What follows belongs to an exercise in optimizing a design on an open flow for small area, a short achievable clock period and few clock cycles per item; a production flow would make more cautious choices.
At most, simulation tests tie the RTL to the original design; equivalence was not proved.
No functional check of the RTL was part of runs 3 to 5.
Power is estimated from default activity; no workload was simulated.

==> design.v <==
`timescale 1ns / 1ps
`default_nettype none
package gtod_pkg;
  typedef enum logic [1:0] {
    OP_TICK = 2'd0,
    OP_PPS  = 2'd1,
    OP_BYTE = 2'd2
  } op_t;
  typedef struct packed {
    logic [4:0] hours;
    logic [5:0] minutes;
    logic [5:0] seconds;
  } hms_t;
  typedef struct packed {
    logic valid;
    hms_t tod;
  } load_t;
  localparam logic [7:0] CHAR_G     = 8'h47;
  localparam logic [7:0] CHAR_A     = 8'h41;
  localparam logic [7:0] CHAR_COMMA = 8'h2C;
  localparam logic [4:0] UTC_OFFSET_RESET      = 5'd1;
  localparam logic [7:0] REPORT_INTERVAL_RESET = 8'd5;
endpackage
`default_nettype wire
`timescale 1ns / 1ps
`default_nettype none
module gtod_nmea_parser (
  input  wire logic           clk,
  input  wire logic           rst_n,
  input  wire logic           byte_valid,
  input  wire logic [7:0]     rx_byte,
  input  wire logic [4:0]     utc_offset,
  output gtod_pkg::load_t     load
);
  localparam logic [1:0] ST_SCAN = 2'd0;   
  localparam logic [1:0] ST_G    = 2'd1;   
  localparam logic [1:0] ST_GA   = 2'd2;   
  localparam logic [1:0] ST_CAPT = 2'd3;   
  logic [2:0] idx_r;    
  logic [1:0] st_r;
  logic [4:0] p0_r;     
  logic [5:0] p1_r;     
  logic [8:0] p2_r;     
  logic       is_comma;
  logic [8:0] tens;
  logic [9:0] psum;
  logic [5:0] pair_top;
  logic [5:0] pair;
  logic [6:0] h_sum;
  logic [4:0] hh;
  logic [4:0] hload_r;  
  assign is_comma = rx_byte == gtod_pkg::CHAR_COMMA;
  always_comb begin
    if (rx_byte <= 8'd27) begin
      tens = 9'd0;
    end else if (rx_byte >= 8'd59) begin
      tens = 9'd318;
    end else begin
      tens = 9'({rx_byte[5:0], 3'b0} + {2'b0, rx_byte[5:0], 1'b0} - 9'd272);
    end
  end
  always_comb begin
    pair_top = (idx_r[2:1] == 2'd0) ? 6'd23 : 6'd59;
    psum     = {1'b0, p2_r} + {2'b0, rx_byte};
    if (psum[9:8] == 2'd0) begin
      pair = 6'd0;
    end else if (psum[9] || psum[7:0] > {2'b0, pair_top}) begin
      pair = pair_top;
    end else begin
      pair = psum[5:0];
    end
  end
  always_comb begin
    h_sum = {2'b0, p0_r} + {{2{utc_offset[4]}}, utc_offset} + 7'd24;
    if (h_sum >= 7'd48) begin
      hh = 5'(h_sum - 7'd48);
    end else if (h_sum >= 7'd24) begin
      hh = 5'(h_sum - 7'd24);
    end else begin
      hh = h_sum[4:0];
    end
  end
  assign load.valid       = byte_valid && idx_r == 3'd6;
  always_ff @(posedge clk) begin
    hload_r <= hh;
  end
  assign load.tod.hours   = hload_r;
  assign load.tod.minutes = p1_r;
  assign load.tod.seconds = p2_r[5:0];
  always_ff @(posedge clk) begin
    if (!rst_n) begin
      idx_r <= 3'd0;
      st_r  <= ST_SCAN;
    end else if (byte_valid && idx_r != 3'd7) begin
      if (idx_r == 3'd6) begin
        idx_r <= 3'd7;
      end else if (st_r == ST_CAPT) begin
        if (is_comma) begin
          st_r <= ST_SCAN;
        end
        idx_r <= idx_r + 3'd1;
      end else if (st_r == ST_GA && is_comma) begin
        st_r  <= ST_CAPT;
        idx_r <= 3'd0;
      end else if (rx_byte == gtod_pkg::CHAR_G) begin
        st_r <= ST_G;
      end else if (st_r == ST_G && rx_byte == gtod_pkg::CHAR_A) begin
        st_r <= ST_GA;
      end else begin
        st_r <= ST_SCAN;
      end
    end
  end
  always_ff @(posedge clk) begin
    if (byte_valid && idx_r[2:1] != 2'd3 && st_r == ST_CAPT) begin
      if (!idx_r[0]) begin
        p0_r <= p1_r[4:0];
        p1_r <= p2_r[5:0];
        p2_r <= tens;
      end else begin
        p2_r <= {3'b0, pair};
      end
    end
  end
endmodule
`default_nettype wire
`timescale 1ns / 1ps
`default_nettype none
module gtod_clock_core (
  input  wire logic             clk,
  input  wire logic             rst_n,
  input  wire logic             evt_valid,
  input  wire gtod_pkg::op_t    evt_op,
  input  wire gtod_pkg::load_t  load,
  input  wire logic [7:0]       report_interval,
  output logic                  res_valid,
  output logic                  res_valid_nxt,
  input  wire logic             res_ready,
  output logic [79:0]           res_data
);
  logic            running_r;
  gtod_pkg::hms_t  board_r;
  logic [9:0]      board_ms_r;
  gtod_pkg::hms_t  gps_r;
  logic [31:0]     acc_r;       
  logic [7:0]      phase_r;
  logic            pend_r;
  logic            tick;
  logic            pps;
  logic            ms_wrap;
  logic            take;
  logic            acc_en;      
  logic            acc_up;      
  logic [9:0]      lo_nxt;
  logic            hi_step;
  logic [21:0]     hi_same;
  logic [21:0]     hi_below;
  logic [31:0]     acc_nxt;
  function automatic gtod_pkg::hms_t add_second(input gtod_pkg::hms_t t);
    gtod_pkg::hms_t r;
    logic s_top, m_top, h_top;
    s_top = &{t.seconds[5:3], t.seconds[1:0]};
    m_top = &{t.minutes[5:3], t.minutes[1:0]};
    h_top = t.hours[4] && (&t.hours[2:0]);
    r.seconds = s_top ? 6'd0 : t.seconds + 6'd1;
    r.minutes = !s_top ? t.minutes : m_top ? 6'd0 : t.minutes + 6'd1;
    r.hours   = !(s_top && m_top) ? t.hours : h_top ? 5'd0 : t.hours + 5'd1;
    add_second = r;
  endfunction
  assign tick    = evt_valid && evt_op == gtod_pkg::OP_TICK && running_r;
  assign pps     = evt_valid && evt_op == gtod_pkg::OP_PPS;
  assign ms_wrap = &{board_ms_r[9:5], board_ms_r[2:0]};
  assign take    = pend_r && res_ready;
  assign acc_en  = tick || (pps && running_r);
  assign acc_up  = evt_op[0];
  always_comb begin
    logic [9:0] lo_dec;
    logic [6:0] lo_inc;
    logic       lo_zero;
    lo_dec  = acc_r[9:0] - 10'd1;
    lo_inc  = acc_r[9:3] - 7'd3;
    lo_zero = acc_r[9:0] == 10'd0;
    lo_nxt  = acc_up ? {lo_inc, acc_r[2:0]} : lo_dec;
    hi_step = acc_en && (acc_up ? (acc_r[9:3] >= 7'd3) : lo_zero);
  end
  assign hi_same = acc_r[31:10] ^ {22{!acc_up}};
  always_comb begin
    logic [5:0] grp_same;
    logic [5:0] grp_in;
    for (int k = 0; k < 6; k++) begin
      grp_same[k] = 1'b1;
      for (int j = 4 * k; j < 4 * k + 4 && j < 22; j++) begin
        grp_same[k] = grp_same[k] && hi_same[j];
      end
    end
    for (int k = 0; k < 6; k++) begin
      grp_in[k] = 1'b1;
      for (int j = 0; j < k; j++) begin
        grp_in[k] = grp_in[k] && grp_same[j];
      end
    end
    for (int i = 0; i < 22; i++) begin
      hi_below[i] = grp_in[i / 4];
      for (int j = 4 * (i / 4); j < i; j++) begin
        hi_below[i] = hi_below[i] && hi_same[j];
      end
    end
  end
  assign acc_nxt = {acc_r[31:10] ^ ({22{hi_step}} & hi_below),
                    acc_en ? lo_nxt : acc_r[9:0]};
  assign res_valid = pend_r;
  assign res_valid_nxt = rst_n && (pps && phase_r == 8'd0 || pend_r && !res_ready);
  assign res_data  = {4'b0, acc_r, gps_r.seconds, gps_r.minutes, gps_r.hours, board_ms_r,
                      board_r.seconds, board_r.minutes, board_r.hours};
  always_ff @(posedge clk) begin
    if (!rst_n) begin
      running_r  <= 1'b0;
      board_r    <= '0;
      board_ms_r <= 10'd0;
      gps_r      <= '0;
      acc_r      <= 32'd0;
      phase_r    <= 8'd0;
      pend_r     <= 1'b0;
    end else begin
      if (tick) begin
        board_ms_r <= ms_wrap ? 10'd0 : board_ms_r + 10'd1;
        if (ms_wrap) begin
          board_r <= add_second(board_r);
        end
      end
      acc_r <= take ? 32'd0 : acc_nxt;
      if (pps) begin
        running_r <= 1'b1;
        gps_r     <= add_second(gps_r);
        phase_r   <= ({1'b0, phase_r} + 9'd1 >= {1'b0, report_interval}) ? 8'd0
                                                                       : phase_r + 8'd1;
      end
      pend_r <= res_valid_nxt;
      if (load.valid) begin
        board_r <= load.tod;
        gps_r   <= load.tod;
      end
    end
  end
endmodule
`default_nettype wire
`timescale 1ns / 1ps
`default_nettype none
module gps_synced_time_of_day_clock_top (
  input  wire logic        clk,
  input  wire logic        rst_n,
  input  wire logic        in_tvalid,
  output logic             in_tready,
  input  wire logic [7:0]  in_tdata,    
  input  wire logic [1:0]  in_tuser,    
  output logic             out_tvalid,
  input  wire logic        out_tready,
  output logic [79:0]      out_tdata,
  input  wire logic        cfg_psel,
  input  wire logic        cfg_penable,
  input  wire logic        cfg_pwrite,
  input  wire logic [2:0]  cfg_paddr,
  input  wire logic [31:0] cfg_pwdata,
  output logic [31:0]      cfg_prdata,
  output logic             cfg_pready
);
  logic            in_valid_r;
  gtod_pkg::op_t   in_op_r;
  logic [7:0]      in_byte_r;
  logic [4:0]      utc_offset_r;
  logic [7:0]      report_interval_r;
  logic [7:0]      rdata_r;
  logic            wrote_r;
  logic            advance;
  logic            in_valid_nxt;
  logic            out_valid_nxt;
  logic            cfg_wr;
  gtod_pkg::load_t load;
  assign cfg_pready = 1'b1;
  assign cfg_wr     = cfg_psel && cfg_penable && cfg_pwrite;
  assign advance    = in_valid_r && !out_tvalid && !wrote_r;
  assign in_valid_nxt = rst_n && (in_tvalid || !in_tready);
  always_ff @(posedge clk) begin
    in_tready <= !(in_valid_nxt && (out_valid_nxt || cfg_wr));
    wrote_r   <= cfg_wr;
  end
  always_ff @(posedge clk) begin
    rdata_r <= cfg_paddr[2] ? report_interval_r : {3'd0, utc_offset_r};
  end
  assign cfg_prdata = {24'd0, rdata_r};
  always_ff @(posedge clk) begin
    if (!rst_n) begin
      utc_offset_r      <= gtod_pkg::UTC_OFFSET_RESET;
      report_interval_r <= gtod_pkg::REPORT_INTERVAL_RESET;
    end else if (cfg_wr) begin
      if (!cfg_paddr[2]) begin
        utc_offset_r <= cfg_pwdata[4:0];
      end else begin
        report_interval_r <= cfg_pwdata[7:0];
      end
    end
  end
  always_ff @(posedge clk) begin
    in_valid_r <= in_valid_nxt;
  end
  always_ff @(posedge clk) begin
    if (in_tready) begin
      in_op_r   <= gtod_pkg::op_t'(in_tuser);
      in_byte_r <= in_tdata;
    end
  end
  gtod_nmea_parser u_parser (
    .clk        (clk),
    .rst_n      (rst_n),
    .byte_valid (advance && in_op_r == gtod_pkg::OP_BYTE),
    .rx_byte    (in_byte_r),
    .utc_offset (utc_offset_r),
    .load       (load)
  );
  gtod_clock_core u_core (
    .clk             (clk),
    .rst_n           (rst_n),
    .evt_valid       (advance),
    .evt_op          (in_op_r),
    .load            (load),
    .report_interval (report_interval_r),
    .res_valid       (out_tvalid),
    .res_valid_nxt   (out_valid_nxt),
    .res_ready       (out_tready),
    .res_data        (out_tdata)
  );
endmodule
`default_nettype wire
==> flow/run.sh <==
#!/bin/bash
# Standard layout with two changes: plain buf_1 cells as port buffers (instead of the
# default delay buffers), and a clock tree of clkbuf_8 cells without dummy loads.
set -euo pipefail
export BUFFER_PORTS_ARGS="-buffer_cell sky130_fd_sc_hd__buf_1"
export CTS_ARGS="-sink_clustering_enable -repair_clock_nets -dont_use_dummy_load -buf_list sky130_fd_sc_hd__clkbuf_8"
bash standard.sh > standard.log 2>&1
==> standard.sh <==
#!/bin/bash
# synth_recipe.tcl (not shown) runs the flow's synth.tcl, then flattens the netlist and writes it again
# the make line also repeats each setting of config.mk as NAME=value (left out here)
make -C /OpenROAD-flow-scripts/flow DESIGN_CONFIG=/design/flow/config.mk WORK_HOME=/design/flow/orfs CLKGATE_MAP_FILE= SYNTH_SCRIPT=/design/flow/synth_recipe.tcl "${@:-finish}"
==> config.mk <==
export PLATFORM = sky130hd
export DESIGN_NAME = gps_synced_time_of_day_clock_top
export DESIGN_NICKNAME = gps_synced_time_of_day_clock_top
export VERILOG_FILES = /design/flow/design.v
export SDC_FILE = /design/flow/constraint.sdc
export NUM_CORES = 4
export LEC_CHECK = 0
export ABC_AREA = 1
export CAP_MARGIN = 20
export CORE_MARGIN = 2
export CORE_UTILIZATION = 40
export CTS_BUF_LIST = sky130_fd_sc_hd__clkbuf_8
export SETUP_SLACK_MARGIN = 4.5
export SLEW_MARGIN = 20
export TNS_END_PERCENT = 5
==> constraint.sdc <==
create_clock -name core_clock -period 7.0 [get_ports {clk}]
set_input_delay 1.4000 -clock core_clock [delete_from_list [all_inputs] [get_ports {clk}]]
set_output_delay 1.4000 -clock core_clock [all_outputs]
set_load 0.01 [all_outputs]
==> results of run 1 <==
-- power breakdown --
| part | internal [W] | switching (W) |
|---|---|---|
| combinational | 0.0000657 | 0.000109 |
| clock | 0.000214 | 0.000288 |
| sequential | 0.000893 | 0.00000949 |
-- per-stage QoR --
step / setup WS [ns] / util (%)
3_5_place_dp: 3.16 / 43.1
5_1_grt: 4.19 / 45.8
6_report: 4.27 / 45.8
3_3_place_gp: 3.21 / 43.1
2_1_floorplan: 4.49 / -
4_1_cts: 4.35 / 45.1
-- critical path: stages, from the launching register on --
cell	delay (ns)
edfxtp_1	0.47
ha_4	0.33
nand3_2	0.08
nand3_2	0.10
a21oi_2	0.07
xor2_1	0.18
buf_4	0.14
buf_4	0.12
buf_4	0.12
buf_4	0.12
buf_4	0.12
buf_4	0.12
buf_4	0.12
buf_4	0.12
buf_4	0.12
nand4_1	0.07
nand3_1	0.07
nand2_1	0.12
-- path summary, 6_finish.rpt --
path                             start               end  slack (ns)  depth (start not counted)
hold / removal    report_interval_r[5]        rdata_r[5]        0.42                          2
setup reg to reg          in_byte_r[2]  u_parser.p2_r[5]        4.27                         17
setup / recovery          in_byte_r[2]  u_parser.p2_r[5]        4.27                         17
hold reg to reg   report_interval_r[5]        rdata_r[5]        0.42                          2
-- cells by family after synthesis --
| logic type | synth area share [%] |
|---|---|
| AND/OR/NAND/NOR | 24.3 |
| XOR/XNOR | 4.76 |
| buffers and inverters | 10.7 |
| AO/OA/AOI/OAI | 13.2 |
| flip-flops | 37.6 |
| other | 0.0856 |
| adder cells (fa/ha/maj) | 9.24 |
-- routing by layer --
layer  wire length (um)  up-vias  share of wire [%]
li1                   -     4001                  -
met1               9960     3497                 50
met2               9060      152                 45
met3                846       21                4.2
met4                238        0                1.2
met5                  0        -                  0
-- area by class of cell --
| cell class | instances | area [sq um] | area share, % |
|---|---|---|---|
| Multi-Input combinational cell | 816 | 4750 | 47.8 |
| Sequential cell | 150 | 3300 | 33.2 |
| Timing Repair Buffer | 147 | 697 | 7.01 |
| Inverter | 158 | 602 | 6.05 |
| Tap cell | 280 | 350 | 3.52 |
| Clock buffer | 17 | 234 | 2.35 |
-- synth_stat cells (27+ instances only) --
cell,instances,area [sq um]
buf_4,30,225
nand3_1,65,325
ha_1,60,751
a21oi_1,97,485
inv_1,145,544
nor2_1,95,357
nand4_1,27,169
nand2_1,208,781
o21ai_0,77,385
dfxtp_1,120,2400
xor2_1,29,254
edfxtp_1,30,901
-- timing repair --
item | 4_1_cts | 5_1_grt
pin swaps | 6 | 12
buffers inserted | 17 | 14
endpoints found under the setup margin | 65 | 105
hold buffers | 0 | 0
gates resized for setup | 15 | 11
-- state kept, by name, summed over array words and instances (netlist names), 2 cells and up --
name	flops
u_core.acc_r	32
u_core.board_r	17
u_core.gps_r	17
u_core.board_ms_r	10
u_parser.p2_r	9
in_byte_r	8
rdata_r	8
report_interval_r	8
u_core.phase_r	8
u_parser.p1_r	6
u_parser.hload_r	5
u_parser.p0_r	5
utc_offset_r	5
u_parser.idx_r	3
in_op_r	2
u_parser.st_r	2
==> impl_metrics.env, run 1 <==
export IMPL_outcome="no timing/DRC/antenna violations"
export IMPL_skew_ns=0.0374
export IMPL_syn_inst=1148
export IMPL_worst_hold_slack_ns=0.418
export IMPL_ir_drop_mv=0.106
export IMPL_slew_headroom_pct=63.7
export IMPL_htreeDepth=4
export IMPL_dp_cells=1520
export IMPL_finalSetupViolations=0
export IMPL_synth_seq_cells=150
export IMPL_grt_pass1_vias=7081
export IMPL_place_area_sq_um=9350
export IMPL_diodes=0
export IMPL_worst_pin_slew_ns=0.542
export IMPL_ctsRootBufferMaster="clkbuf_8"
export IMPL_fin_crit_sh_pct=39.0
export IMPL_ant_nets=0
export IMPL_design_power_total_w=0.00158
export IMPL_start_util_pct=40.5
export IMPL_clkLatencyLatePin_ns=0.46
export IMPL_cts_sinks=150
export IMPL_fillers=2223
export IMPL_first_pass_iters=5
export IMPL_die_w_um=152
export IMPL_async_flop_share_pct=0
export IMPL_routedWlPerCell_um=12.8
export IMPL_end_kind="flip-flop"
export IMPL_worst_setup_path_type="flip-flop to flip-flop"
export IMPL_place_congestion=0.804
export IMPL_layout_drive_gt1_share_pct=9.32
export IMPL_area_growth_pct=13.3
export IMPL_synth_ff_type="dfxtp_1"
export IMPL_worstPathRequired_ns=7.31
export IMPL_layout_common_cells="nand2_1 (205), inv_1 (144), dfxtp_1 (119), buf_1 (111), a21oi_1 (95)"
export IMPL_cts_buffers=17
export IMPL_use_met2_pct=27.9
export IMPL_fin_tns_setup_ns=0
export IMPL_vias=7671
export IMPL_nNetsFinal=1405
export IMPL_cts_tree="done"
export IMPL_grt_max_degree=41
export IMPL_routed_wl_um=20100
export IMPL_place_hpwl_um=14900
export IMPL_antenna_found_initial=0
export IMPL_io_pin_count=167
export IMPL_finalInstanceArea_sq_um=9940
export IMPL_p_per_area_nw_per_um2=159
export IMPL_critPathLaunchType="flip-flop"
export IMPL_grt_pass1_wl_um=33900
export IMPL_die_h_um=152
export IMPL_num_rows=54
export IMPL_met3_usage_pct=3.96
export IMPL_dieArea_sq_um=23100
export IMPL_io_buffers=111
export IMPL_final_common_cell="nand2_1"
export IMPL_core_area_sq_um=21700
export IMPL_hold_path_class="flip-flop to flip-flop"
export IMPL_final_max_slew_viol_count=0
export IMPL_track_usage_pct=17.6
export IMPL_critPathArrivalTime_ns=3.04
export IMPL_cp_max_fo=3
export IMPL_clk_path_buf_depth=2
export IMPL_leakage_nw=4.25
export IMPL_drt_vias_per_instance=4.89
export IMPL_avgSynthCellArea_sq_um=7.64
export IMPL_ys_warn_count=3
export IMPL_clk_pin_slew_ns=0.08
export IMPL_busiest_layer="met2"
export IMPL_grt_setup_unrepaired="yes"
export IMPL_syn_area_sq_um=8770
export IMPL_grt_ovfl_total=0
export IMPL_synthDistinctLibCells=53
export IMPL_ys_seq_area_share_pct=37.6
export IMPL_fmax_mhz=366
export IMPL_synth_edf_count=30
export IMPL_layoutNonFillerInstCount=1568
export IMPL_cap_viol_max_count=0
export IMPL_use_met1_pct=24.1
export IMPL_drt_first_iter_violations=434
export IMPL_hold_violations=0
export IMPL_drc=0
export IMPL_min_period_ns=2.73
Testbench counts, summed over its fixed seeds: cycles 78,422, items 78,338.
==> inputs of run 2 (changes only) <==
--- a/config.mk
+++ b/config.mk
@@ -12,4 +12,3 @@
 export CTS_BUF_LIST = sky130_fd_sc_hd__clkbuf_8
 export SETUP_SLACK_MARGIN = 4.5
 export SLEW_MARGIN = 20
-export TNS_END_PERCENT = 5
==> run 2 against run 1 <==
Net effect: critical path depth did not move; still clean; first-iteration DRC count rose by 16%; critical endpoint unchanged; highest routed layer unchanged; register-to-register slack improved by 0.09 ns.
==> impl_metrics.env, run 2 <==
export IMPL_first_pass_iters=4
export IMPL_cpLargestDelayFamily="buffers and inverters"
export IMPL_crit_top_cell="buf_6"
export IMPL_seqCellArea_sq_um=3330
export IMPL_final_common_cell="nand2_1"
export IMPL_drt_first_iter_violations=504
export IMPL_worstPathRequired_ns=7.19
export IMPL_syn_inst=1148
export IMPL_ys_top_cells_by_count="nand2_1 (208), inv_1 (145), dfxtp_1 (120)"
export IMPL_num_rows=54
export IMPL_synth_top_area_share_pct=27.4
export IMPL_syn_area_sq_um=8770
export IMPL_drt_vias_per_instance=4.92
export IMPL_io_pin_count=167
export IMPL_start_util_pct=40.5
export IMPL_ys_warn_count=3
export IMPL_grt_setup_unrepaired="yes"
export IMPL_largest_reg_flops=32
export IMPL_final_max_slew_viol_count=0
export IMPL_slew_headroom_pct=60.1
export IMPL_top_register="u_core.acc_r"
export IMPL_layout_drive_gt1_share_pct=13.4
export IMPL_area_growth_pct=15.6
export IMPL_outcome="no timing/DRC/antenna violations"
export IMPL_hold_violations=0
export IMPL_min_to="rdata_r[7]"
export IMPL_worst_setup_path_type="flip-flop to flip-flop"
export IMPL_grt_max_degree=41
export IMPL_antenna_found_initial=0
export IMPL_hold_start="report_interval_r[7]"
export IMPL_place_congestion=0.839
export IMPL_worst_hold_slack_ns=0.428
export IMPL_cap_viol_max_count=0
export IMPL_p_per_area_nw_per_um2=158
export IMPL_yosysMostFrequentCell="nand2_1"
export IMPL_clk_pin_slew_ns=0.08
export IMPL_whs_path_depth=2
export IMPL_fin_crit_sh_pct=37.7
export IMPL_timing_rr_start="in_byte_r[2]"
export IMPL_critPathLaunchType="flip-flop"
export IMPL_leakage_nw=4.28
export IMPL_postLayoutCoreUtil_pct=46.7
export IMPL_cp_buffers_inverters=9
export IMPL_synth_seq_cells=150
export IMPL_avgSynthCellArea_sq_um=7.64
export IMPL_grt_pass1_wl_um=33300
export IMPL_worst_pin_slew_ns=0.598
export IMPL_vias=7709
export IMPL_worst_r2r_setup_slack_ns=4.36
export IMPL_place_hpwl_um=14700
export IMPL_end_kind="flip-flop"
export IMPL_max_stage_delay_ns=0.48
export IMPL_die_h_um=152
export IMPL_multi_input_area_sq_um=4900
export IMPL_r2r_end="u_parser.p2_r[5]"
export IMPL_path_cells="ha_4 -> nand2_1 -> nand3_2 -> a21oi_2 -> xor2_2 -> buf_4 -> buf_4 -> buf_6 -> buf_6 -> buf_6 -> buf_6 -> buf_6 -> buf_6 -> buf_6 -> nand4_1 -> nand3_1 -> nand2_1"
export IMPL_dieArea_sq_um=23100
export IMPL_layout_common_cells="nand2_1 (202), inv_1 (140), buf_1 (105), dfxtp_1 (99), a21oi_1 (93)"
export IMPL_nNetsFinal=1405
export IMPL_routed_wl_um=20900
export IMPL_critPathArrivalTime_ns=2.82
export IMPL_die_w_um=152
export IMPL_skew_ns=0.0355
export IMPL_top_regs="u_core.acc_r x32, u_core.board_r x17, u_core.gps_r x17"
export IMPL_core_area_sq_um=21700
export IMPL_ys_seq_area_share_pct=37.6
export IMPL_finalSetupViolations=0
export IMPL_clk_path_buf_depth=2
export IMPL_cts_tree="done"
export IMPL_cp_max_fo=3
export IMPL_critical_path_slowest_cell="edfxtp_1"
export IMPL_routedWlPerCell_um=13.3
export IMPL_synthDistinctLibCells=53
export IMPL_yosysTopAreaCell="dfxtp_1"
export IMPL_synth_ff_type="dfxtp_1"
export IMPL_cts_sinks=150
export IMPL_grt_ovfl_total=0
export IMPL_drc=0
export IMPL_async_flop_share_pct=0
export IMPL_cts_buffers=17
export IMPL_rr_worst_depth=17
export IMPL_ir_drop_mv=0.125
export IMPL_fillers=2207
export IMPL_fin_tns_setup_ns=0
export IMPL_synth_edf_count=30
export IMPL_design_power_total_w=0.00160
export IMPL_ctsRootBufferMaster="clkbuf_8"
export IMPL_grt_pass1_vias=6903
export IMPL_fmax_mhz=379
export IMPL_min_period_ns=2.64
export IMPL_hold_path_class="flip-flop to flip-flop"
export IMPL_htreeDepth=4
export IMPL_ant_nets=0
export IMPL_track_usage_pct=17.3
export IMPL_diodes=0
export IMPL_ys_top_cells_by_area="dfxtp_1 (27%), edfxtp_1 (10%), nand2_1 (8.9%), ha_1 (8.6%), inv_1 (6.2%)"
export IMPL_io_buffers=111
export IMPL_clkLatencyLatePin_ns=0.46
-- run 2: per-stage QoR --
step | cell area (sq um) | cells | setup slack, ns
after floorplan | 8900 | 1175 | 4.49
after global placement | 9340 | 1518 | 3.18
after detailed placement | 9340 | 1518 | 3.14
after CTS | 9900 | 1557 | 4.34
after global routing | 10100 | 1568 | 4.24
final | 10100 | 1568 | 4.36
-- run 2: worst min-delay path, cell delays in order, from the launching register on --
cell	delay (ns)
dfxtp_1	0.32
nand2_1	0.05
inv_1	0.03
-- run 2: area by class of cell --
type | instances | area share [%]
sequential | 150 | 32.9
clock buffer | 17 | 2.31
multi-input combinational | 817 | 48.3
tap | 280 | 3.46
timing repair buffer | 146 | 7.10
inverter | 158 | 5.99
-- run 2: worst max path at each step --
stage | to | cells after the start | slack [ns] | from
after floorplan | u_parser.p2_r[0] | 14 | 4.49 | in_byte_r[1]
after global placement | u_core.acc_r[5] | 7 | 3.18 | rst_n
after detailed placement | u_core.acc_r[5] | 7 | 3.14 | rst_n
after CTS | u_parser.p2_r[4] | 14 | 4.34 | in_byte_r[1]
after global routing | u_parser.p2_r[4] | 14 | 4.24 | in_byte_r[2]
final | u_parser.p2_r[5] | 17 | 4.36 | in_byte_r[2]
-- run 2: logic make-up after synthesis --
kind of cell               share of synthesized area [%]
AOI/OAI and AO/OA                                   13.2
xor gates and xnor gates                            4.76
adders and majority gates                           9.24
buffers and inverters                               10.7
DFF                                                 37.6
other                                             0.0856
and+or+nand+nor                                     24.3
-- run 2: metal layers --
layer  up-vias  part of all wire (%)  global-route usage (%)
li1       4018                     -                       -
met5         -                     0                       0
met3        17                   3.7                    3.28
met1      3514                    50                    23.9
met4         0                   1.4                    4.85
met2       160                    45                    27.7
-- run 2: repair_timing --
item                       4_1_cts  5_1_grt
hold buffers                     0        0
setup endpoints to repair       91       74
cloned                           0        1
pin swaps                       18       25
buffers inserted                22       10
resized for setup               36       57
hold endpoints to repair         0        0
-- run 2: where the power goes --
group	switching, W	internal [W]
Combinational	0.000118	0.0000760
Clock	0.000289	0.000215
Sequential	0.00000985	0.000893
==> inputs of run 3 (changes only) <==
--- a/design.v
+++ b/design.v
@@ -56,7 +56,12 @@
     end else if (rx_byte >= 8'd59) begin
       tens = 9'd318;
     end else begin
-      tens = 9'({rx_byte[5:0], 3'b0} + {2'b0, rx_byte[5:0], 1'b0} - 9'd272);
+      tens = 9'd0;
+      for (int v = 28; v <= 58; v++) begin
+        if (rx_byte[5:0] == 6'(v)) begin
+          tens = tens | 9'(10 * v - 272);
+        end
+      end
     end
   end
   always_comb begin
==> run 3 against run 2 <==
Net effect: clock-buffer cell count did not move; register-to-register slack got worse by 0.06 ns; cell count rose by 4.5%; non-clock buffer count rose by 2; hold slack improved by 0.0028 ns; total power fell by 1.3%.
==> impl_metrics.env, run 3 <==
export IMPL_crit_path_end="u_parser.p2_r[1]"
export IMPL_final_common_cell="nand2_1"
export IMPL_htreeDepth=4
export IMPL_critPathArrivalTime_ns=2.88
export IMPL_critPathLaunchType="flip-flop"
export IMPL_vias=8272
export IMPL_max_stage_delay_ns=0.49
export IMPL_grt_max_degree=44
export IMPL_diodes=0
export IMPL_hold_path_class="flip-flop to flip-flop"
export IMPL_crit_top_cell="nand2_2"
export IMPL_largest_reg_flops=32
export IMPL_fmax_mhz=370
export IMPL_leakage_nw=4.25
export IMPL_grt_pass1_wl_um=36600
export IMPL_io_buffers=111
export IMPL_fillers=2223
export IMPL_final_max_slew_viol_count=0
export IMPL_async_flop_share_pct=0
export IMPL_finalSetupViolations=0
export IMPL_first_pass_iters=5
export IMPL_top_regs="u_core.acc_r x32, u_core.board_r x17, u_core.gps_r x17"
export IMPL_skew_ns=0.0514
export IMPL_synth_top_area_share_pct=27.3
export IMPL_finalInstanceArea_sq_um=10100
export IMPL_slew_headroom_pct=53.5
export IMPL_critical_path_slowest_cell="edfxtp_1"
export IMPL_worst_pin_slew_ns=0.696
export IMPL_drt_first_iter_violations=480
export IMPL_die_h_um=152
export IMPL_design_power_total_w=0.00158
export IMPL_rr_worst_depth=14
export IMPL_avgSynthCellArea_sq_um=7.22
export IMPL_die_w_um=152
export IMPL_ys_top_cells_by_count="nand2_1 (268), inv_1 (130), nor2_1 (123)"
export IMPL_start_util_pct=40.5
export IMPL_worst_slack_ns=4.30
export IMPL_cp_startpoint="in_byte_r[2]"
export IMPL_grt_pass1_vias=7603
export IMPL_cp_max_fo=5
export IMPL_clkLatencyLatePin_ns=0.47
export IMPL_routedWlPerCell_um=13.4
export IMPL_cts_sinks=150
export IMPL_ys_warn_count=3
export IMPL_min_period_ns=2.70
export IMPL_io_pin_count=167
export IMPL_area_growth_pct=14.9
export IMPL_layout_common_cells="nand2_1 (259), inv_1 (126), nor2_1 (119), buf_1 (103), dfxtp_1 (96)"
export IMPL_worst_r2r_setup_slack_ns=4.30
export IMPL_r2r_end="u_parser.p2_r[1]"
export IMPL_yosysMostFrequentCell="nand2_1"
export IMPL_syn_inst=1221
export IMPL_grt_ovfl_total=0
export IMPL_nNetsFinal=1463
export IMPL_place_area_sq_um=9410
export IMPL_cts_tree="done"
export IMPL_grt_setup_unrepaired="yes"
export IMPL_antenna_found_initial=0
export IMPL_track_usage_pct=18.8
export IMPL_fin_crit_sh_pct=38.6
export IMPL_postLayoutCoreUtil_pct=46.6
export IMPL_ctsRootBufferMaster="clkbuf_8"
export IMPL_end_kind="flip-flop"
export IMPL_synth_ff_type="dfxtp_1"
export IMPL_ys_top_cells_by_area="dfxtp_1 (27%), nand2_1 (11%), edfxtp_1 (10%), ha_1 (6.8%), inv_1 (5.5%)"
export IMPL_clk_pin_slew_ns=0.09
export IMPL_place_ws_ns=3.61
export IMPL_place_hpwl_um=16000
export IMPL_dieArea_sq_um=23200
export IMPL_synth_seq_cells=150
export IMPL_layout_drive_gt1_share_pct=10.7
export IMPL_outcome="no timing/DRC/antenna violations"
export IMPL_p_per_area_nw_per_um2=156
export IMPL_ir_drop_mv=0.105
export IMPL_worst_setup_path_type="flip-flop to flip-flop"
export IMPL_core_area_sq_um=21800
export IMPL_top_register="u_core.acc_r"
export IMPL_ys_seq_area_share_pct=37.5
export IMPL_cts_buffers=17
export IMPL_drc=0
export IMPL_yosysTopAreaCell="dfxtp_1"
export IMPL_path_cells="ha_4 -> nand2_2 -> inv_2 -> nor2_2 -> nand2_2 -> xor2_2 -> ha_1 -> a21o_1 -> nand4_1 -> nand2_2 -> nand2_2 -> nand4_1 -> o21ai_1 -> nand2_1"
export IMPL_timing_rr_start="in_byte_r[2]"
export IMPL_clk_path_buf_depth=2
export IMPL_drt_vias_per_instance=5.05
export IMPL_cap_viol_max_count=0
export IMPL_hold_violations=0
export IMPL_place_congestion=0.904
export IMPL_ant_nets=0
export IMPL_synthDistinctLibCells=48
export IMPL_synth_edf_count=30
export IMPL_num_rows=54
export IMPL_syn_area_sq_um=8810
export IMPL_worstPathRequired_ns=7.18
export IMPL_fin_tns_setup_ns=0
export IMPL_routed_wl_um=22000
==> run 3: final cells by class <==
class | count | area, sq um | share of cell area, %
clock buffers | 17 | 234 | 2.31
inverters | 140 | 542 | 5.35
multi-input cells | 904 | 4950 | 48.9
flip-flops and latches | 150 | 3330 | 32.9
well taps | 280 | 350 | 3.46
repair buffers | 148 | 716 | 7.07
==> run 3: cell families (layout without fill, tap and decap cells) <==
group / Yosys count / after routing / synth area share, %
other: 2 / 29 / 0.0852
xor gates and xnor gates: 40 / 40 / 3.97
DFF: 150 / 150 / 37.5
buffers and inverters: 194 / 305 / 9.68
and+or+nand+nor: 572 / 572 / 28.4
AOI/OAI and AO/OA: 213 / 213 / 13.1
adders and majority gates: 50 / 50 / 7.27
==> run 3: critical path: cells and delay by family (launching register included) <==
kind / cells / cell delay, ns
compound gates: 2 / 0.38
xor+xnor: 1 / 0.19
fa+ha+maj: 2 / 0.59
buf+inv: 1 / 0.04
flops: 1 / 0.49
simple gates: 8 / 0.73
==> run 3: what timing repair did <==
action	4_1_cts	5_1_grt
endpoints found under the setup margin	81	77
setup buffers	30	2
hold buffers	0	0
cloned	0	0
pin swaps	13	10
gates resized for setup	32	56
==> run 3: metal layers <==
layer | vias to the layer above | track usage (%) | part of all wire (%) | wire length (um)
met3 | 33 | 3.90 | 4.9 | 1080
met4 | 0 | 6.17 | 1.9 | 408
met5 | - | 0 | 0 | 0
li1 | 4279 | - | - | -
met1 | 3755 | 25.0 | 47 | 10400
met2 | 205 | 30.7 | 46 | 10200
==> run 3: per-stage QoR <==
stage	std cells	hold slack, ns
4_1_cts	1637	0.436
3_5_place_dp	1590	0.422
5_1_grt	1639	0.461
2_1_floorplan	1248	0.407
3_3_place_gp	1590	0.415
6_report	1639	0.431
==> run 3: worst min-delay path by stage <==
stage,startpoint,end,cells after the start
final,report_interval_r[5],rdata_r[5],2
after global routing,u_parser.p1_r[4],u_parser.p0_r[4],0
after CTS,report_interval_r[5],rdata_r[5],2
after detailed placement,report_interval_r[5],rdata_r[5],2
after global placement,report_interval_r[7],rdata_r[7],2
after floorplan,report_interval_r[5],rdata_r[5],2
==> run 3: power by group <==
part,internal [W],leakage (nW),switching [W]
logic,0.0000676,2.86,0.000116
clock network,0.000214,0.122,0.000280
registers,0.000893,1.27,0.00000830
==> inputs of run 4 (changes only) <==
--- a/design.v
+++ b/design.v
@@ -275,19 +275,17 @@
   logic [4:0]      utc_offset_r;
   logic [7:0]      report_interval_r;
   logic [7:0]      rdata_r;
-  logic            wrote_r;
   logic            advance;
-  logic            in_valid_nxt;
   logic            out_valid_nxt;
   logic            cfg_wr;
   gtod_pkg::load_t load;
   assign cfg_pready = 1'b1;
   assign cfg_wr     = cfg_psel && cfg_penable && cfg_pwrite;
-  assign advance    = in_valid_r && !out_tvalid && !wrote_r;
-  assign in_valid_nxt = rst_n && (in_tvalid || !in_tready);
+  assign advance    = in_valid_r;
   always_ff @(posedge clk) begin
-    in_tready <= !(in_valid_nxt && (out_valid_nxt || cfg_wr));
-    wrote_r   <= cfg_wr;
+    in_tready <= rst_n && !out_valid_nxt
+                 && !(in_tvalid && in_tready && in_tuser == gtod_pkg::OP_PPS)
+                 && !(cfg_psel && !cfg_penable && cfg_pwrite);
   end
   always_ff @(posedge clk) begin
     rdata_r <= cfg_paddr[2] ? report_interval_r : {3'd0, utc_offset_r};
@@ -306,13 +304,11 @@
     end
   end
   always_ff @(posedge clk) begin
-    in_valid_r <= in_valid_nxt;
+    in_valid_r <= rst_n && in_tvalid && in_tready;
   end
   always_ff @(posedge clk) begin
-    if (in_tready) begin
-      in_op_r   <= gtod_pkg::op_t'(in_tuser);
-      in_byte_r <= in_tdata;
-    end
+    in_op_r   <= gtod_pkg::op_t'(in_tuser);
+    in_byte_r <= in_tdata;
   end
   gtod_nmea_parser u_parser (
     .clk        (clk),
==> run 4 against run 3 <==
Net effect: still clean on timing, DRC and antenna; clock power is 1% lower; wire length fell by 1.1%; non-clock buffer count is 18 lower; critical path type unchanged; largest power group unchanged.
==> impl_metrics.env, run 4 <==
export IMPL_outcome="no timing/DRC/antenna violations"
export IMPL_die_w_um=152
export IMPL_synth_top_area_share_pct=29.5
export IMPL_die_h_um=152
export IMPL_skew_ns=0.0331
export IMPL_yosysMostFrequentCell="nand2_1"
export IMPL_largest_reg_flops=32
export IMPL_fmax_mhz=379
export IMPL_worst_setup_path_type="flip-flop to flip-flop"
export IMPL_core_area_sq_um=21700
export IMPL_hold_path_class="flip-flop to flip-flop"
export IMPL_fin_crit_sh_pct=37.7
export IMPL_cts_sinks=149
export IMPL_worst_pin_slew_ns=0.645
export IMPL_ys_warn_count=3
export IMPL_fin_tns_setup_ns=0
export IMPL_yosysTopAreaCell="dfxtp_1"
export IMPL_postLayoutCoreUtil_pct=45.6
export IMPL_end_kind="flip-flop"
export IMPL_synth_edf_count=20
export IMPL_critPathArrivalTime_ns=2.95
export IMPL_ys_top_cells_by_count="nand2_1 (249), inv_1 (145), dfxtp_1 (129)"
export IMPL_dieArea_sq_um=23100
export IMPL_top_regs="u_core.acc_r x32, u_core.board_r x17, u_core.gps_r x17"
export IMPL_worstPathRequired_ns=7.31
export IMPL_grt_setup_unrepaired="yes"
export IMPL_top_register="u_core.acc_r"
export IMPL_final_common_cell="nand2_1"
export IMPL_drt_first_iter_violations=393
export IMPL_hold_violations=0
export IMPL_antenna_found_initial=0
export IMPL_grt_max_degree=42
export IMPL_max_stage_delay_ns=0.46
export IMPL_worst_r2r_setup_slack_ns=4.36
export IMPL_routedWlPerCell_um=13.6
export IMPL_first_pass_iters=5
export IMPL_crit_top_cell="nand2_1"
export IMPL_htreeDepth=4
export IMPL_io_pin_count=167
export IMPL_ys_top_cells_by_area="dfxtp_1 (29%), nand2_1 (11%), edfxtp_1 (6.9%), ha_1 (6.9%), inv_1 (6.2%)"
export IMPL_critical_path_slowest_cell="edfxtp_1"
export IMPL_final_max_slew_viol_count=0
export IMPL_layout_common_cells="nand2_1 (245), inv_1 (143), dfxtp_1 (112), nor2_1 (97), buf_1 (95)"
export IMPL_layoutNonFillerInstCount=1602
export IMPL_grt_pass1_wl_um=35400
export IMPL_io_buffers=111
export IMPL_num_rows=54
export IMPL_hold_start="report_interval_r[6]"
export IMPL_cap_viol_max_count=0
export IMPL_avgSynthCellArea_sq_um=7.32
export IMPL_area_growth_pct=12.7
export IMPL_ctsRootBufferMaster="clkbuf_8"
export IMPL_grt_pass1_vias=7208
export IMPL_diodes=0
export IMPL_cpLargestDelayFamily="simple AND/OR/NAND/NOR gates"
export IMPL_clk_path_buf_depth=2
export IMPL_syn_area_sq_um=8760
export IMPL_clkLatencyLatePin_ns=0.44
export IMPL_track_usage_pct=18.4
export IMPL_place_hpwl_um=16000
export IMPL_layout_drive_gt1_share_pct=9.53
export IMPL_hold_buffers=0
export IMPL_cts_buffers=17
export IMPL_synthDistinctLibCells=55
export IMPL_cp_buffers_inverters=2
export IMPL_timing_rr_start="u_parser.p2_r[1]"
export IMPL_routed_wl_um=21800
export IMPL_nNetsFinal=1426
export IMPL_cts_tree="done"
export IMPL_cp_max_fo=5
export IMPL_ant_nets=0
export IMPL_ys_seq_area_share_pct=36.3
export IMPL_finalSetupViolations=0
export IMPL_grt_ovfl_total=0
export IMPL_leakage_nw=4.16
export IMPL_vias=8061
export IMPL_rr_worst_depth=13
export IMPL_min_to="rdata_r[6]"
export IMPL_slew_headroom_pct=56.7
export IMPL_path_cells="buf_6 -> fa_1 -> xor2_1 -> ha_1 -> nand2_1 -> nor2_1 -> nand4_1 -> nand2_1 -> nand4_1 -> buf_4 -> nand2_1 -> nand3_1 -> nand2_1"
export IMPL_async_flop_share_pct=0
export IMPL_clk_pin_slew_ns=0.08
export IMPL_ir_drop_mv=0.110
export IMPL_start_util_pct=40.4
export IMPL_place_congestion=0.933
export IMPL_r2r_end="u_parser.p2_r[2]"
export IMPL_synth_ff_type="dfxtp_1"
export IMPL_dp_cells=1568
export IMPL_whs_path_depth=2
export IMPL_min_period_ns=2.64
export IMPL_critPathLaunchType="flip-flop"
export IMPL_drt_vias_per_instance=5.03
export IMPL_drc=0
export IMPL_synth_seq_cells=149
export IMPL_syn_inst=1198
export IMPL_p_per_area_nw_per_um2=154
## run 4: cell count changes after synthesis, moves of 4 or more
cell / previous run / this run
a21oi_1: 85 / 93
buf_2: 7 / 2
dfxtp_1: 120 / 129
edfxtp_1: 30 / 20
inv_1: 130 / 145
nand2_1: 268 / 249
nor2_1: 123 / 98
nor2_4: 1 / 5
xnor2_1: 20 / 15
## run 4: report_power, final
group	switching [W]	internal, W	total (W)
Sequential	0.0000100	0.000876	0.000886
Clock	0.000274	0.000214	0.000488
Combinational	0.0000954	0.0000478	0.000143
## run 4: per-stage QoR
| step | instance area, sq um | total power [W] | setup WS [ns] | hold slack [ns] |
|---|---|---|---|---|
| finish | 9880 | 0.00152 | 4.36 | 0.428 |
| global route | 9880 | 0.00159 | 4.23 | 0.445 |
| CTS | 9760 | 0.00154 | 4.39 | 0.431 |
| detailed placement | 9330 | 0.00104 | 3.00 | 0.417 |
| global placement | 9330 | 0.00104 | 3.01 | 0.412 |
| floorplan | 8880 | 0.00101 | 4.57 | 0.407 |
## run 4: how the worst max path moves through the flow
stage / from / to / slack, ns / depth (start not counted)
final: u_parser.p2_r[1] / u_parser.p2_r[2] / 4.36 / 13
after global routing: u_parser.p2_r[2] / u_parser.p2_r[2] / 4.23 / 15
after CTS: u_parser.p2_r[2] / u_parser.p2_r[2] / 4.39 / 15
after detailed placement: rst_n / u_core.acc_r[6] / 3.00 / 7
after global placement: rst_n / u_core.acc_r[6] / 3.01 / 7
after floorplan: cfg_paddr[2] / report_interval_r[5] / 4.57 / 7
## run 4: final cells by class
type	count	area (sq um)
fill	2230	11800
multi-input combinational	871	4900
sequential	149	3210
inverter	153	591
timing repair buffer	130	587
tap	280	350
clock buffer	17	234
timing repair inverter	2	12.5
## run 4: logic make-up (layout without fill, tap and decap cells)
kind of cell	after synthesis	after routing	synth area share, %
xor gates and xnor gates	39	39	4.15
other	2	29	0.0857
AOI/OAI and AO/OA	219	219	13.8
adders and majority gates	50	50	7.31
DFF	149	149	36.3
and+or+nand+nor	534	534	27.7
buffers and inverters	205	302	10.6
## run 4: timing repair
item / 4_1_cts / 5_1_grt
gates resized for setup: 29 / 37
buffers inserted: 12 / 3
setup endpoints to repair: 61 / 66
cloned: 2 / 0
pin swaps: 5 / 6
## run 4: routing by layer
layer	global-route usage, %	routed length (um)	vias to the layer above
met5	0	0	-
met4	5.87	421	0
met3	3.42	863	27
met2	30.4	10200	199
met1	24.4	10300	3659
li1	-	-	4176
## run 4: worst min-delay path: stages, from the launching register on
cell and delay, ns:
dfxtp_1 0.31, nand2_1 0.05, inv_1 0.03
==> inputs of run 5 (changes only) <==
--- a/config.mk
+++ b/config.mk
@@ -8,7 +8,7 @@
 export ABC_AREA = 1
 export CAP_MARGIN = 20
 export CORE_MARGIN = 2
-export CORE_UTILIZATION = 40
+export CORE_UTILIZATION = 60
 export CTS_BUF_LIST = sky130_fd_sc_hd__clkbuf_8
 export SETUP_SLACK_MARGIN = 4.5
 export SLEW_MARGIN = 20
==> run 5 against run 4 <==
Net effect: still clean on timing, DRC and antenna; via count grew 2.8%; critical path depth decreased by 2; flip-flop and latch count unchanged; critical endpoint is now u_parser.p2_r[1]; largest power group unchanged.
==> impl_metrics.env, run 5 <==
export IMPL_outcome="no timing/DRC/antenna violations"
export IMPL_vias=8290
export IMPL_critPathArrivalTime_ns=2.87
export IMPL_cp_max_fo=5
export IMPL_yosysMostFrequentCell="nand2_1"
export IMPL_nNetsFinal=1430
export IMPL_ant_nets=0
export IMPL_min_period_ns=2.70
export IMPL_ys_warn_count=3
export IMPL_rr_worst_depth=11
export IMPL_cap_viol_max_count=0
export IMPL_dieArea_sq_um=15600
export IMPL_final_max_slew_viol_count=0
export IMPL_clkLatencyLatePin_ns=0.46
export IMPL_top_regs="u_core.acc_r x32, u_core.board_r x17, u_core.gps_r x17"
export IMPL_io_pin_count=167
export IMPL_whs_path_depth=2
export IMPL_worstPathRequired_ns=7.17
export IMPL_worst_slack_ns=4.30
export IMPL_fmax_mhz=371
export IMPL_place_congestion=0.934
export IMPL_synthDistinctLibCells=55
export IMPL_core_area_sq_um=14400
export IMPL_ys_top_cells_by_count="nand2_1 (249), inv_1 (145), dfxtp_1 (129)"
export IMPL_clk_path_buf_depth=2
export IMPL_area_growth_pct=12.1
export IMPL_fin_tns_setup_ns=0
export IMPL_drt_vias_per_instance=5.49
export IMPL_start_util_pct=60.8
export IMPL_drc=0
export IMPL_track_usage_pct=26.6
export IMPL_layout_common_cells="nand2_1 (244), inv_1 (142), dfxtp_1 (111), buf_1 (104), nor2_1 (96)"
export IMPL_diodes=0
export IMPL_layout_drive_gt1_share_pct=9.88
export IMPL_slew_headroom_pct=51.3
export IMPL_drt_first_iter_violations=754
export IMPL_cts_buffers=17
export IMPL_clk_pin_slew_ns=0.10
export IMPL_antenna_found_initial=0
export IMPL_skew_ns=0.0363
export IMPL_cts_sinks=149
export IMPL_avgSynthCellArea_sq_um=7.32
export IMPL_fin_crit_sh_pct=38.5
export IMPL_critPathLaunchType="flip-flop"
export IMPL_yosysTopAreaCell="dfxtp_1"
export IMPL_io_buffers=111
export IMPL_synth_seq_cells=149
export IMPL_die_w_um=125
export IMPL_async_flop_share_pct=0
export IMPL_worst_setup_path_type="flip-flop to flip-flop"
export IMPL_end_kind="flip-flop"
export IMPL_design_power_total_w=0.00153
export IMPL_grt_pass1_wl_um=34600
export IMPL_grt_ovfl_total=0
export IMPL_synth_top_area_share_pct=29.5
export IMPL_place_ws_ns=3.82
export IMPL_largest_reg_flops=32
export IMPL_first_pass_iters=5
export IMPL_ctsRootBufferMaster="clkbuf_8"
export IMPL_worst_pin_slew_ns=0.724
export IMPL_final_common_cell="nand2_1"
export IMPL_synth_ff_type="dfxtp_1"
export IMPL_layoutNonFillerInstCount=1510
export IMPL_die_h_um=125
export IMPL_htreeDepth=4
export IMPL_synth_edf_count=20
export IMPL_grt_setup_unrepaired="yes"
export IMPL_ys_seq_area_share_pct=36.3
export IMPL_syn_inst=1198
export IMPL_ir_drop_mv=0.0922
export IMPL_finalSetupViolations=0
export IMPL_routedWlPerCell_um=13.9
export IMPL_worst_hold_slack_ns=0.430
export IMPL_routed_wl_um=21000
export IMPL_hold_violations=0
export IMPL_dp_cells=1473
export IMPL_p_per_area_nw_per_um2=155
export IMPL_place_hpwl_um=15000
export IMPL_grt_pass1_vias=7491
export IMPL_hold_path_class="flip-flop to flip-flop"
export IMPL_leakage_nw=4.16
export IMPL_num_rows=44
export IMPL_grt_max_degree=41
export IMPL_hold_buffers=0
export IMPL_syn_area_sq_um=8760
export IMPL_top_register="u_core.acc_r"
export IMPL_cts_tree="done"
export IMPL_ys_top_cells_by_area="dfxtp_1 (29%), nand2_1 (11%), edfxtp_1 (6.9%), ha_1 (6.9%), inv_1 (6.2%)"
[run 5: changes by cell type in the layout (fill, tap and decap cells not counted), moves of 4 or more]
cell,delta
buf_1,+9
buf_4,+5
clkbuf_2,-5
buf_2,-4
[run 5: layout make-up]
| type | count | area, sq um |
|---|---|---|
| tap | 184 | 230 |
| clock buffer | 17 | 234 |
| sequential | 149 | 3210 |
| inverter | 153 | 588 |
| fill | 1259 | 4600 |
| multi-input combinational | 872 | 4960 |
| timing repair inverter | 1 | 5.00 |
| timing repair buffer | 134 | 602 |
[run 5: what timing repair did]
action	4_1_cts	5_1_grt
pin swaps	18	18
gates resized for setup	24	46
cloned	0	2
setup endpoints to repair	42	83
setup buffers	9	9
[run 5: logic make-up (layout without fill, tap and decap cells)]
logic type	after synthesis	after routing	share of synthesized area [%]
other	2	29	0.0857
AND/OR/NAND/NOR	534	535	27.7
buffers and inverters	205	305	10.6
XOR/XNOR	39	39	4.15
AO/OA/AOI/OAI	219	219	13.8
adder cells (fa/ha/maj)	50	50	7.31
flip-flops	149	149	36.3
[run 5: per-stage QoR]
step                cell area (sq um)  util, %
finish                           9830     68.1
global route                     9830     68.1
CTS                              9610     66.6
detailed placement               9220     63.9
global placement                 9220     63.9
floorplan                        8880        -
[run 5: per-layer routing]
layer | up-vias | GRT usage [%] | share of wire, %
met5 | - | 0 | 0
met4 | 0 | 8.63 | 1.7
met3 | 36 | 5.28 | 6.5
met2 | 291 | 42.4 | 46
met1 | 3779 | 36.4 | 46
li1 | 4184 | - | -
[run 5: critical path, cell delays in order, from the launching register on]
cell and delay, ns:
dfxtp_1 0.40, ha_2 0.27, fa_1 0.40, xor2_1 0.19, ha_1 0.27, nand2_1 0.05, nor2_1 0.09, nand4_1 0.15
nand2_1 0.09, nand4_1 0.21, o21ai_1 0.25, nand2_1 0.07
[run 5: final timing paths]
path	start	endpoint	slack, ns
setup / recovery	in_byte_r[0]	u_parser.p2_r[1]	4.30
hold / removal	report_interval_r[7]	rdata_r[7]	0.43
setup reg to reg	in_byte_r[0]	u_parser.p2_r[1]	4.30
hold reg to reg	report_interval_r[7]	rdata_r[7]	0.43
[run 5: power by group]
part           switching, W  internal [W]
sequential        0.0000102      0.000876
combinational     0.0000958     0.0000492
clock              0.000281      0.000214
==> inputs of run 6 (changes only) <==
--- a/design.v
+++ b/design.v
@@ -40,12 +40,11 @@
   logic [1:0] st_r;
   logic [4:0] p0_r;     
   logic [5:0] p1_r;     
-  logic [8:0] p2_r;     
+  logic [9:0] p2_r;     
   logic       is_comma;
   logic [8:0] tens;
-  logic [9:0] psum;
-  logic [5:0] pair_top;
   logic [5:0] pair;
+  logic [5:0] secs;
   logic [6:0] h_sum;
   logic [4:0] hh;
   logic [4:0] hload_r;  
@@ -64,17 +63,19 @@
       end
     end
   end
-  always_comb begin
-    pair_top = (idx_r[2:1] == 2'd0) ? 6'd23 : 6'd59;
-    psum     = {1'b0, p2_r} + {2'b0, rx_byte};
-    if (psum[9:8] == 2'd0) begin
-      pair = 6'd0;
-    end else if (psum[9] || psum[7:0] > {2'b0, pair_top}) begin
-      pair = pair_top;
+  function automatic logic [5:0] pair_clamp(input logic [9:0] sum, input logic [5:0] top);
+    logic [5:0] r;
+    if (sum[9:8] == 2'd0) begin
+      r = 6'd0;
+    end else if (sum[9] || sum[7:0] > {2'b0, top}) begin
+      r = top;
     end else begin
-      pair = psum[5:0];
+      r = sum[5:0];
     end
-  end
+    pair_clamp = r;
+  endfunction
+  assign pair = pair_clamp(p2_r, (idx_r[2:1] == 2'd1) ? 6'd23 : 6'd59);
+  assign secs = pair_clamp(p2_r, 6'd59);
   always_comb begin
     h_sum = {2'b0, p0_r} + {{2{utc_offset[4]}}, utc_offset} + 7'd24;
     if (h_sum >= 7'd48) begin
@@ -91,7 +92,7 @@
   end
   assign load.tod.hours   = hload_r;
   assign load.tod.minutes = p1_r;
-  assign load.tod.seconds = p2_r[5:0];
+  assign load.tod.seconds = secs;
   always_ff @(posedge clk) begin
     if (!rst_n) begin
       idx_r <= 3'd0;
@@ -120,10 +121,10 @@
     if (byte_valid && idx_r[2:1] != 2'd3 && st_r == ST_CAPT) begin
       if (!idx_r[0]) begin
         p0_r <= p1_r[4:0];
-        p1_r <= p2_r[5:0];
-        p2_r <= tens;
+        p1_r <= pair;
+        p2_r <= {1'b0, tens};
       end else begin
-        p2_r <= {3'b0, pair};
+        p2_r <= p2_r + {2'b0, rx_byte};
       end
     end
   end
--- a/config.mk
+++ b/config.mk
@@ -8,7 +8,7 @@
 export ABC_AREA = 1
 export CAP_MARGIN = 20
 export CORE_MARGIN = 2
-export CORE_UTILIZATION = 60
+export CORE_UTILIZATION = 40
 export CTS_BUF_LIST = sky130_fd_sc_hd__clkbuf_8
-export SETUP_SLACK_MARGIN = 4.5
+export SETUP_SLACK_MARGIN = 4.65
 export SLEW_MARGIN = 20
==> run 6 against run 5 <==
Net effect: final area is 12% higher; wire length grew 6.6%; non-clock buffer count increased by 64; sequential power about the same; critical path type is now flip-flop to primary output.
==> impl_metrics.env, run 6 <==
export IMPL_skew_ns=0.0405
export IMPL_top_register="u_core.acc_r"
export IMPL_clk_pin_slew_ns=0.08
export IMPL_ys_top_cells_by_area="dfxtp_1 (30%), nand2_1 (10%), edfxtp_1 (7.3%), ha_1 (6.9%), a21oi_1 (6.7%)"
export IMPL_worstPathRequired_ns=5.60
export IMPL_num_rows=53
export IMPL_grt_setup_unrepaired="yes"
export IMPL_yosysMostFrequentCell="nand2_1"
export IMPL_end_kind="primary output"
export IMPL_synthDistinctLibCells=46
export IMPL_finalInstanceArea_sq_um=11000
export IMPL_die_w_um=151
export IMPL_layout_drive_gt1_share_pct=24.9
export IMPL_grt_pass1_wl_um=35500
export IMPL_postLayoutCoreUtil_pct=52.2
export IMPL_leakage_nw=4.79
export IMPL_cpLargestDelayFamily="flip-flops"
export IMPL_track_usage_pct=19.4
export IMPL_synth_top_area_share_pct=29.9
export IMPL_ys_seq_area_share_pct=37.2
export IMPL_layout_common_cells="nand2_1 (227), inv_1 (139), a21oi_1 (113), nor2_1 (99), o21ai_0 (93)"
export IMPL_drc=0
export IMPL_top_regs="u_core.acc_r x32, u_core.board_r x17, u_core.gps_r x17"
export IMPL_min_period_ns=2.33
export IMPL_clk_path_buf_depth=2
export IMPL_synth_seq_cells=150
export IMPL_place_congestion=0.894
export IMPL_ant_nets=0
export IMPL_drt_first_iter_violations=431
export IMPL_slew_headroom_pct=58.7
export IMPL_core_area_sq_um=21100
export IMPL_die_h_um=151
export IMPL_grt_ovfl_total=0
export IMPL_place_area_sq_um=9220
export IMPL_place_ws_ns=3.07
export IMPL_cts_tree="done"
export IMPL_start_util_pct=41.0
export IMPL_grt_max_degree=44
export IMPL_synth_edf_count=21
export IMPL_routed_wl_um=22400
export IMPL_io_buffers=111
export IMPL_critical_path_slowest_cell="dfxtp_4"
export IMPL_final_max_slew_viol_count=0
export IMPL_hold_violations=0
export IMPL_ys_warn_count=3
export IMPL_critPathArrivalTime_ns=0.93
export IMPL_syn_area_sq_um=8640
export IMPL_hold_path_class="flip-flop to flip-flop"
export IMPL_dieArea_sq_um=22800
export IMPL_cp_max_fo=5
export IMPL_cap_viol_max_count=0
export IMPL_max_stage_delay_ns=0.37
export IMPL_cts_buffers=17
export IMPL_cts_sinks=150
export IMPL_yosysTopAreaCell="dfxtp_1"
export IMPL_nNetsFinal=1485
export IMPL_clkLatencyLatePin_ns=0.46
export IMPL_diodes=0
export IMPL_routedWlPerCell_um=13.5
export IMPL_finalSetupViolations=0
export IMPL_worst_hold_slack_ns=0.412
export IMPL_outcome="no timing/DRC/antenna violations"
export IMPL_final_common_cell="nand2_1"
export IMPL_first_pass_iters=5
export IMPL_vias=8214
export IMPL_fin_crit_sh_pct=33.3
export IMPL_ctsRootBufferMaster="clkbuf_8"
export IMPL_synth_ff_type="dfxtp_1"
export IMPL_worst_slack_ns=4.67
export IMPL_antenna_found_initial=0
export IMPL_grt_pass1_vias=7386
export IMPL_drt_vias_per_instance=4.96
export IMPL_ir_drop_mv=0.121
export IMPL_largest_reg_flops=32
export IMPL_fmax_mhz=429
export IMPL_htreeDepth=4
export IMPL_avgSynthCellArea_sq_um=7.26
export IMPL_worst_setup_path_type="flip-flop to primary output"
export IMPL_p_per_area_nw_per_um2=138
export IMPL_critPathLaunchType="flip-flop"
export IMPL_syn_inst=1190
export IMPL_cp_buffers_inverters=1
export IMPL_fin_tns_setup_ns=0
export IMPL_path_cells="buf_6"
export IMPL_io_pin_count=167
export IMPL_place_hpwl_um=15300
export IMPL_area_growth_pct=27.4
export IMPL_ys_top_cells_by_count="nand2_1 (231), inv_1 (144), dfxtp_1 (129)"
export IMPL_worst_pin_slew_ns=0.616
export IMPL_async_flop_share_pct=0
[run 6: changes by cell type after synthesis, moves of 4 or more]
cell and delta:
nor4_1 +5, or3_1 -4, o21ai_0 +16, nand4_1 -5
a21oi_1 +23, a31oi_1 -11, or2_0 +4, a21o_1 -5
nor2_1 +7, nand2_1 -18, nand3_1 -14, nor3_1 -5
[run 6: metrics by stage]
stage               std cells  total power (W)
floorplan                1217          0.00101
global placement         1554          0.00103
detailed placement       1554          0.00103
CTS                      1635          0.00153
global route             1656          0.00159
finish                   1656          0.00152
[run 6: final timing paths]
kind / startpoint / end / slack, ns / cells after the start
hold / removal: report_interval_r[5] / rdata_r[5] / 0.41 / 2
setup reg to reg: u_parser.p0_r[1] / u_parser.hload_r[3] / 4.70 / 14
setup / recovery: u_core.board_r[2] / out_tdata[13] / 4.67 / 1
hold reg to reg: report_interval_r[5] / rdata_r[5] / 0.41 / 2
[run 6: area by class of cell]
type                            count  area (sq um)
Inverter                          153           593
Clock buffer                       17           234
Multi-Input combinational cell    861          4850
Timing Repair Buffer              198          1590
Sequential cell                   150          3380
Tap cell                          275           344
Timing Repair inverter              2          15.0
Fill cell                        2097         10100
[run 6: logic make-up after synthesis]
group | Yosys count | share of synthesized area, %
AO/OA/AOI/OAI | 243 | 14.8
XOR/XNOR | 36 | 3.91
adder cells (fa/ha/maj) | 50 | 7.41
buffers and inverters | 206 | 10.6
flip-flops | 150 | 37.2
other | 2 | 0.0869
AND/OR/NAND/NOR | 503 | 26.0
[run 6: timing repair]
action,4_1_cts,5_1_grt
hold buffers,0,0
resized for setup,218,105
cloned,1,1
pin swaps,12,19
setup endpoints to repair,163,126
buffers inserted,63,20
[run 6: power by group]
group	internal [W]	leakage (nW)	switching (W)	total, W
clock network	0.000214	0.122	0.000288	0.000502
registers	0.000874	1.28	0.00000931	0.000884
logic	0.0000469	3.39	0.0000892	0.000136
total	0.00114	4.79	0.000386	0.00152
[run 6: metal layers]
| metal | share of wire [%] | up-vias | GRT usage [%] |
|---|---|---|---|
| met5 | 0 | - | 0 |
| met4 | 1.4 | 0 | 5.42 |
| met1 | 46 | 3741 | 25.6 |
| met2 | 48 | 169 | 32.5 |
| met3 | 3.9 | 21 | 3.49 |
| li1 | - | 4283 | - |
[run 6: tightest hold or removal path: stages, from the launching register on]
cell	delay (ns)
dfxtp_1	0.31
nand2_1	0.05
inv_1	0.03
Testbench counts of run 6, summed over its fixed seeds: cycles 78,482, items 78,338.
==> inputs of run 7 (changes only) <==
--- a/config.mk
+++ b/config.mk
@@ -10,5 +10,5 @@
 export CORE_MARGIN = 2
 export CORE_UTILIZATION = 40
 export CTS_BUF_LIST = sky130_fd_sc_hd__clkbuf_8
-export SETUP_SLACK_MARGIN = 4.65
+export SETUP_SLACK_MARGIN = 4.58
 export SLEW_MARGIN = 20
==> run 7 against run 6 <==
Net effect: largest power group unchanged; via count decreased by 2.9%; flip-flop and latch count unchanged; register-to-register slack about the same.
==> impl_metrics.env, run 7 <==
export IMPL_async_flop_share_pct=0
export IMPL_clk_path_buf_depth=2
export IMPL_ant_nets=0
export IMPL_io_buffers=111
export IMPL_yosysMostFrequentCell="nand2_1"
export IMPL_cp_max_fo=5
export IMPL_vias=7977
export IMPL_layout_common_cells="nand2_1 (228), inv_1 (143), a21oi_1 (112), nor2_1 (102), o21ai_0 (90)"
export IMPL_clkLatencyLatePin_ns=0.45
export IMPL_grt_pass1_wl_um=34100
export IMPL_worst_pin_slew_ns=0.574
export IMPL_grt_max_degree=44
export IMPL_cp_buffers_inverters=1
export IMPL_ir_drop_mv=0.122
export IMPL_grt_setup_unrepaired="yes"
export IMPL_place_congestion=0.934
export IMPL_pwr_share_clk_pct=32.8
export IMPL_hold_start="report_interval_r[6]"
export IMPL_skew_ns=0.0368
export IMPL_final_common_cell="nand2_1"
export IMPL_ys_top_cells_by_count="nand2_1 (231), inv_1 (144), dfxtp_1 (129)"
export IMPL_path_cells="clkbuf_2"
export IMPL_io_pin_count=167
export IMPL_synthDistinctLibCells=46
export IMPL_dp_cells=1554
export IMPL_hold_path_class="flip-flop to flip-flop"
export IMPL_fmax_mhz=422
export IMPL_dieArea_sq_um=22800
export IMPL_synth_top_area_share_pct=29.9
export IMPL_grt_ovfl_total=0
export IMPL_whs_path_depth=2
export IMPL_track_usage_pct=18.5
export IMPL_p_seq_share_pct=58.7
export IMPL_clk_pin_slew_ns=0.08
export IMPL_synth_edf_count=21
export IMPL_ys_top_cells_by_area="dfxtp_1 (30%), nand2_1 (10%), edfxtp_1 (7.3%), ha_1 (6.9%), a21oi_1 (6.7%)"
export IMPL_avgSynthCellArea_sq_um=7.26
export IMPL_synth_ff_type="dfxtp_1"
export IMPL_cts_buffers=17
export IMPL_comb_power_share_pct=8.4
export IMPL_place_hpwl_um=15500
export IMPL_timing_rr_start="u_core.phase_r[0]"
export IMPL_drc=0
export IMPL_fin_tns_setup_ns=0
export IMPL_layoutNonFillerInstCount=1591
export IMPL_syn_area_sq_um=8640
export IMPL_outcome="no timing/DRC/antenna violations"
export IMPL_ys_warn_count=3
export IMPL_min_period_ns=2.37
export IMPL_die_h_um=151
export IMPL_ctsRootBufferMaster="clkbuf_8"
export IMPL_synth_seq_cells=150
export IMPL_nNetsFinal=1419
export IMPL_min_to="rdata_r[6]"
export IMPL_cpLargestDelayFamily="flip-flops"
export IMPL_top_register="u_core.acc_r"
export IMPL_fin_crit_sh_pct=33.8
export IMPL_yosysTopAreaCell="dfxtp_1"
export IMPL_final_max_slew_viol_count=0
export IMPL_worst_setup_path_type="flip-flop to primary output"
export IMPL_slew_headroom_pct=61.5
export IMPL_first_pass_iters=6
export IMPL_r2r_end="u_core.phase_r[1]"
export IMPL_drt_first_iter_violations=339
export IMPL_leakage_nw=4.28
export IMPL_rr_worst_depth=12
export IMPL_area_growth_pct=16.0
export IMPL_routed_wl_um=21500
export IMPL_num_rows=53
export IMPL_ys_seq_area_share_pct=37.2
export IMPL_start_util_pct=41.0
-- run 7: layout make-up --
class / count / area (sq um) / share of cell area (%)
multi-input combinational: 861 / 4830 / 48.2
sequential: 150 / 3340 / 33.3
timing repair buffer: 133 / 686 / 6.84
inverter: 153 / 587 / 5.85
tap: 275 / 344 / 3.43
clock buffer: 17 / 234 / 2.33
timing repair inverter: 1 / 7.51 / 0.0749
antenna: 1 / 2.50 / 0.0250
-- run 7: cells by family after synthesis --
family	Yosys count	share of synthesized area, %
flip-flops	150	37.2
other	2	0.0869
AND/OR/NAND/NOR	503	26.0
XOR/XNOR	36	3.91
AO/OA/AOI/OAI	243	14.8
adder cells (fa/ha/maj)	50	7.41
buffers and inverters	206	10.6
-- run 7: metal layers --
| metal | track usage (%) | wire, um | share of wire [%] |
|---|---|---|---|
| met1 | 25.3 | 10200 | 48 |
| met3 | 3.52 | 876 | 4.1 |
| met2 | 30.5 | 10200 | 47 |
| met4 | 4.30 | 217 | 1.0 |
| met5 | 0 | 0 | 0 |
-- run 7: what timing repair did --
item / CTS / global route
setup endpoints to repair: 143 / 114
hold buffers: 0 / 0
gates cloned: 1 / 0
setup buffers: 5 / 13
pin swaps: 5 / 19
resized for setup: 97 / 104
-- run 7: metrics by stage --
| stage | hold WS, ns | cell area (sq um) | util, % | total power (W) | setup slack, ns |
|---|---|---|---|---|---|
| 2_1_floorplan | 0.407 | 8750 | - | 0.00101 | 4.61 |
| 4_1_cts | 0.401 | 9660 | 45.8 | 0.00153 | 4.53 |
| 3_3_place_gp | 0.415 | 9210 | 43.7 | 0.00103 | 3.13 |
| 3_5_place_dp | 0.419 | 9210 | 43.7 | 0.00103 | 3.04 |
| 5_1_grt | 0.433 | 10000 | 47.5 | 0.00159 | 4.54 |
| 6_report | 0.400 | 10000 | 47.5 | 0.00151 | 4.63 |
-- run 7: power by group through the flow --
stage | combinational [W] | clock (W) | sequential, W
2_1_floorplan | 0.0000970 | 0 | 0.000911
3_3_place_gp | 0.000115 | 0 | 0.000912
3_5_place_dp | 0.000115 | 0 | 0.000912
4_1_cts | 0.000121 | 0.000521 | 0.000892
5_1_grt | 0.000145 | 0.000553 | 0.000889
6_report | 0.000127 | 0.000497 | 0.000888
-- run 7: how the worst max path moves through the flow --
stage | start | endpoint | slack (ns) | depth (start not counted)
detailed placement | rst_n | u_core.acc_r[14] | 3.04 | 6
global placement | rst_n | u_core.acc_r[14] | 3.13 | 6
global route | utc_offset_r[4] | u_parser.hload_r[3] | 4.54 | 15
CTS | u_core.pend_r | out_tvalid | 4.53 | 1
floorplan | cfg_paddr[2] | report_interval_r[4] | 4.61 | 7
finish | u_core.board_r[6] | out_tdata[5] | 4.63 | 1

Re-timed with assumed drivers on the ports (clkbuf_16 on the clock, buf_2 on other inputs), run 7 has 4.592 ns of setup slack against 4.632 ns with ideal ports, and 4.240 ns once port delays also move by the mid clock arrival of 0.471 ns.
